What follows belongs to an exercise in optimizing a design on an open flow for small area and a short achievable clock period; a production flow would make more cautious choices.
RTL that was checked went through simulation tests only; none was proved equivalent to the original.
Power is estimated from default activity; no workload was simulated.

lagoon:
// bumpy_core
module bumpy_core (
	input wire logic clk,
	input wire logic resetN,
	input wire logic start_of_frame,
	input wire motion_pkg::keys_t keys,
	input wire logic die,
	input wire logic restart,
	input wire geom_pkg::tile_map_t tile_map,
	input wire geom_pkg::tile_coord_t teleport_target,
	output geom_pkg::pixel_t offset_x,
	output geom_pkg::pixel_t offset_y,
	output motion_pkg::move_state_e state
);
	function automatic logic [31:0] pre_and(input logic [31:0] x);
		logic [31:0] p;
		p = x;
		for (int l = 0; l < 5; l++)
			for (int i = 0; i < 32; i++)
				if (((i >> l) & 1) != 0)
					p[i] = p[i] & p[((i >> l) << l) - 1];
		pre_and = {p[30:0], 1'b1};
	endfunction
	localparam logic [2:0] S_RESET = 3'd0;
	localparam logic [2:0] S_IDLE = 3'd1;
	localparam logic [2:0] S_LEFT = 3'd2;
	localparam logic [2:0] S_RIGHT = 3'd3;
	localparam logic [2:0] S_DOWN = 3'd4;
	localparam logic [2:0] S_UP = 3'd5;
	localparam logic [2:0] S_DIE = 3'd6;
	localparam logic [28:0] RST_PX = 29'd192;    
	localparam logic [30:0] RST_PY = 31'd8960;   
	localparam logic [30:0] LIM_Y = 31'd1376;
	logic [2:0] st;
	logic [2:0] cc;
	logic sxn, sxp, syn, syp, sx_nz;
	logic [28:0] px;    
	logic [30:0] py;    
	logic [28:0] jx;    
	logic [30:0] jyl;   
	assign state = motion_pkg::move_state_e'(st);
	assign offset_x = px[13:3];
	assign offset_y = py[15:5];
	logic c_step, c_tele, c_free, c_bl, c_br;
	assign c_step = cc[0] & cc[1];
	assign c_tele = cc[0] & cc[2];
	assign c_free = cc[0] & ~cc[1] & ~cc[2];
	assign c_bl = ~cc[0] & cc[2];
	assign c_br = ~cc[0] & cc[1];
	logic [2:0] st_n;
	always_comb begin
		st_n = st;
		if (die)
			st_n = S_DIE;
		else if (st == S_RESET)
			st_n = S_IDLE;
		else if (st == S_DIE) begin
			if (restart)
				st_n = S_RESET;
		end
		else if (keys.up)
  ...
export LEC_CHECK = 0
export CAP_MARGIN = 20
export CORE_MARGIN = 2
export CORE_UTILIZATION = 50
export CTS_BUF_LIST = sky130_fd_sc_hd__clkbuf_8
export SETUP_SLACK_MARGIN = 2.5
export SLEW_MARGIN = 20
create_clock -name core_clock -period 6.0 [get_ports {clk}]
standard.sh (not shown) runs the stock make flow with config.mk's settings and CLKGATE_MAP_FILE= SYNTH_SCRIPT=/design/flow/synth_recipe.tcl, a recipe that flattens the netlist after the stock synthesis.
==> flow/flow/run.sh <==
#!/bin/bash
export BUFFER_PORTS_ARGS="-buffer_cell sky130_fd_sc_hd__buf_1"
bash standard.sh > standard.log 2>&1
lagoon: done, clean on timing, DRC and antenna
Input-level comparison between xenon and lagoon:
- a deleted CTS_BUF_LIST that had been sky130_fd_sc_hd__clkbuf_8
- a change of CORE_UTILIZATION from 50 to 45
Notes after the runs:
From lagoon to xenon the numbers moved as follows: combinational share of power -2.1 points, pre-CTS setup slack +0.048 ns.
Looking at critical path depth across lagoon and xenon, the one that comes out higher is xenon.
As of xenon, placer's final routability congestion estimate had fallen slightly compared to lagoon.
Portion of the clock cycle consumed by the worst path in the final layout: xenon < lagoon
Diff lagoon..xenon | number of nets in the synthesized netlist | unchanged
A critical-path cell with the highest stage delay of sky130_fd_sc_hd__dfstp_2 is what xenon shows, while sky130_fd_sc_hd__a2111oi_1 belongs to lagoon.
Comparing lagoon and xenon, the higher die extent in x is on xenon.
No functional check of the RTL was part of any run of this note.

========
Setup of v6:
Another version of the RTL of bumpy_core (not shown whole).
Size: roughly 130 flip-flops, about 200 I/O pins.
Settings: LEC_CHECK=0, CAP_MARGIN=20, CORE_MARGIN=2, CORE_UTILIZATION=50, CTS_BUF_LIST=sky130_fd_sc_hd__clkbuf_8, SETUP_SLACK_MARGIN=2.65, SLEW_MARGIN=20; clock period 6.0 ns.
Scripts as last shown in full above: flow/flow/run.sh
v6 has completed all stages; timing, DRC and antenna checks passed.
Input-level comparison between v7 and v6:
# v6
export LEC_CHECK = 0
export CAP_MARGIN = 20
export CORE_MARGIN = 2
export CORE_UTILIZATION = 50
export CTS_BUF_LIST = sky130_fd_sc_hd__clkbuf_8
export SETUP_SLACK_MARGIN = 2.65
export SLEW_MARGIN = 20
create_clock -name core_clock -period 6.0 [get_ports {clk}]
# v7
export LEC_CHECK = 0
export CAP_MARGIN = 20
export CORE_MARGIN = 2
export CORE_UTILIZATION = 40
export CTS_BUF_LIST = sky130_fd_sc_hd__clkbuf_8
export SETUP_SLACK_MARGIN = 2.85
export SLEW_MARGIN = 20
create_clock -name core_clock -period 6.0 [get_ports {clk}]
==> summary.txt <==
Both conditions hold for v7: the flow ran to the end and the final layout passed the timing, DRC and antenna checks. v7: die boundary width higher than v6. CTS clock-pin slew for the worst setup and hold paths: v6 vs v7, no meaningful difference. Across both runs, iteration-0 DRC count of the detailed router was higher for v7 than for v6. Looking at net switching component of the power, v7 sits 0.061 mW above v6. In v7 relative to v6, final area had gone up by a few percent. Diff v6 -> v7: multi-input logic portion of the cell area went down 1.4 points, largest fanout on the critical path went up 4, storage element area held, non-clock buffer count in the final layout went up about 16%. Going from v6 to v7, count of instances resized after the clock tree is built moved up; die area moved up.

========
== build 37 ==
bumpy_core again, from the RTL that the note above started with.
// bumpy_core
module bumpy_core (
	input wire logic clk,
	input wire logic resetN,
	input wire logic start_of_frame,
	input wire motion_pkg::keys_t keys,
	input wire logic die,
	input wire logic restart,
	input wire geom_pkg::tile_map_t tile_map,
	input wire geom_pkg::tile_coord_t teleport_target,
	output geom_pkg::pixel_t offset_x,
	output geom_pkg::pixel_t offset_y,
	output motion_pkg::move_state_e state
);
	function automatic logic [31:0] pre_and(input logic [31:0] x);
		logic [31:0] p;
		p = x;
		for (int l = 0; l < 5; l++)
			for (int i = 0; i < 32; i++)
				if (((i >> l) & 1) != 0)
					p[i] = p[i] & p[((i >> l) << l) - 1];
		pre_and = {p[30:0], 1'b1};
	endfunction
	localparam logic [2:0] S_RESET = 3'd0;
	localparam logic [2:0] S_IDLE = 3'd1;
	localparam logic [2:0] S_LEFT = 3'd2;
	localparam logic [2:0] S_RIGHT = 3'd3;
	localparam logic [2:0] S_DOWN = 3'd4;
	localparam logic [2:0] S_UP = 3'd5;
	localparam logic [2:0] S_DIE = 3'd6;
	localparam logic [28:0] RST_PX = 29'd192;    
	localparam logic [30:0] RST_PY = 31'd8960;   
	localparam logic [30:0] LIM_Y = 31'd1376;
  ...
==> flow/config.mk <==
export PLATFORM = sky130hd
export DESIGN_NAME = bumpy_core
export DESIGN_NICKNAME = bumpy_core
export VERILOG_FILES = /design/flow/design.v
export SDC_FILE = /design/flow/constraint.sdc
export NUM_CORES = 4
export LEC_CHECK = 0
export CAP_MARGIN = 20
export CORE_MARGIN = 2
export CORE_UTILIZATION = 40
export CTS_BUF_LIST = sky130_fd_sc_hd__clkbuf_8
export CTS_CLUSTER_DIAMETER = 120
export CTS_CLUSTER_SIZE = 40
export SETUP_SLACK_MARGIN = 2.7
export SLEW_MARGIN = 20
==> flow/constraint.sdc <==
create_clock -name core_clock -period 6.0 [get_ports {clk}]
set_input_delay 1.2000 -clock core_clock [delete_from_list [all_inputs] [get_ports {clk}]]
set_output_delay 1.2000 -clock core_clock [all_outputs]
set_load 0.01 [all_outputs]
Scripts as last shown in full above: flow/flow/run.sh
Here is what was changed in the inputs of build 6 compared with build 37.
Settings: clearing CTS_CLUSTER_DIAMETER, which used to be 120; swapping 40 for 50 in CORE_UTILIZATION; clearing CTS_CLUSTER_SIZE, which used to be 40; swapping 2.7 for 2.8 in SETUP_SLACK_MARGIN.
==> summary.txt <==
Delta (build 6 minus build 37): maximum frequency dropped 0.0015 GHz, number of tap cells inserted dropped 72, worst setup slack dropped 0.015 ns, overall power of the completed layout climbed 210 µW. Build 6 reached the final stage; the timing, DRC and antenna checks on its layout passed. Delta (build 6 minus build 37): total length of routed wires has increased, fill cell instance count of the final layout has decreased, area occupied by registers has remained practically unchanged.
The inputs of build 73 differ from those of build 6 as listed below.
Settings: a change of SETUP_SLACK_MARGIN from 2.8 to 2.75; a change of CORE_UTILIZATION from 50 to 35.
Findings:
- The final reports for build 73 and build 6 show source-to-sink clock delay at the later pin of the worst-skew pair higher in the former.
- Going from build 6 to build 73, the wire length reported by the detailed router was found to have gone up by about 2%.
- Build 73 ends up with lower portion of the layout cell area used by non-clock buffers than build 6 does.
Inputs modified between build 73 and build 80:
Settings: swapping 35 for 45 in CORE_UTILIZATION; swapping 2.75 for 2.65 in SETUP_SLACK_MARGIN; putting PLACE_DENSITY at 0.75 where nothing was set.
Findings:
Taking build 73 as the reference, in build 80 power density normalized to cell area shows a reduction of 1.3%, sequential share of cell area shows an increase of 0.61 points, largest fanout on the critical path shows a reduction of 30, minimum clock period shows a reduction of 0.010 ns, power after layout shows a reduction of 290 µW.
Share of cell area taken by multi-input logic gates (higher): build 80
Worst setup slack, build 80 and build 73, higher one = build 80.
Compared build 80 vs build 73, and switching part of the total is down in build 80.
Power in sequential cells essentially unchanged between build 73 and build 80.
From build 73 to build 80 the numbers moved as follows: core utilization shows an increase of 10 points, via total after detailed routing picked up an extra about 1.1%.
Setup changes, build 80 to build 67
Settings: swapping 2.65 for 2.7 in SETUP_SLACK_MARGIN; clearing PLACE_DENSITY, which used to be 0.75; putting GPL_ROUTABILITY_DRIVEN at 0 where nothing was set.
==> summary.txt <==
The insertion delay of the later-clocked pin in the worst-skew pair of build 67 and that of build 80 are within noise of each other. Compared with build 80, build 67 has extra setup slack. lbr as the worst setup path endpoint was reported by build 80, and sx_nz by build 67. Build 80 and build 67 ended up with roughly the same cell area. Number of diodes (lower): build 80. Per the comparison of build 67 with build 80, fraction of power spent switching nets essentially unchanged; final hold slack ~0 delta; biggest cell delay along the critical path shows a reduction of 0.10 ns. Taking build 80 as the reference, in build 67 length in cells of the worst reg-to-reg path higher, portion of the clock cycle consumed by the worst path in the final layout fell by 0.59 points, clock-buffer cell count moved down, half-perimeter wire length after detailed placement fell about 1.8%.
diff inputs: build 67 => build 83
Settings: SETUP_SLACK_MARGIN: 2.7 -> 2.8; GPL_ROUTABILITY_DRIVEN: 0 -> unset.
Notes after the runs:
Build 83 does worse than build 67 on routed wire length.
Cmp build 83 and build 67 / via count / lower: build 67
Sort build 83 and build 67 by critical path depth desc -> top: build 67
Compared with build 67, build 83 shows a higher via count of the first global-routing pass.
Build 83 vs build 67 — clock share of power rose 0.4 points.

==> static timing again, ports no longer ideal <==
The flow's constraints put no driver on any port. The routed layouts listed below were extracted and timed again, unchanged, in two steps. Step 1 (the two cells are an assumption about what drives the block):
set clk [get_ports {clk}]
set_driving_cell -lib_cell sky130_fd_sc_hd__clkbuf_16 $clk
set_driving_cell -lib_cell sky130_fd_sc_hd__buf_2 [delete_from_list [all_inputs] $clk]
Step 2 adds t to the input delays and takes it off the output delays; t is the mean of the earliest and latest rising clock arrival at the registers after step 1. Input paths then give back, and output paths get back, about the clock's delay inside the block. Three values: no drivers, after step 1, after step 2; two values: the first two.
| run | t (ns) | slack for setup (ns) | clock arrival spread, ns |
|---|---|---|---|
| lagoon | 0.495 | 2.554 / 2.554 / 2.541 | 0.021 / 0.021 |
| xenon | 0.483 | 2.588 / 2.588 / 2.588 | 0.015 / 0.015 |
| v6 | 0.504 | 2.720 / 2.720 / 2.269 | 0.021 / 0.021 |
| v7 | 0.504 | 2.837 / 2.837 / 2.629 | 0.019 / 0.019 |
| build 37 | 0.505 | 2.832 / 2.832 / 2.431 | 0.016 / 0.016 |
| build 6 | 0.504 | 2.816 / 2.816 / 2.679 | 0.025 / 0.025 |
| build 73 | 0.527 | 2.708 / 2.708 / 2.583 | 0.013 / 0.014 |
| build 80 | 0.498 | 2.719 / 2.719 / 2.338 | 0.020 / 0.019 |
| build 67 | 0.496 | 2.754 / 2.754 / 2.361 | 0.023 / 0.024 |
| build 83 | 0.497 | 2.777 / 2.777 / 2.490 | 0.023 / 0.023 |
After both steps setup and hold are still met in every run listed. For v6, which loses most, drivers alone change the setup slack by 0.000 ns; drivers and shift together by -0.451 ns.
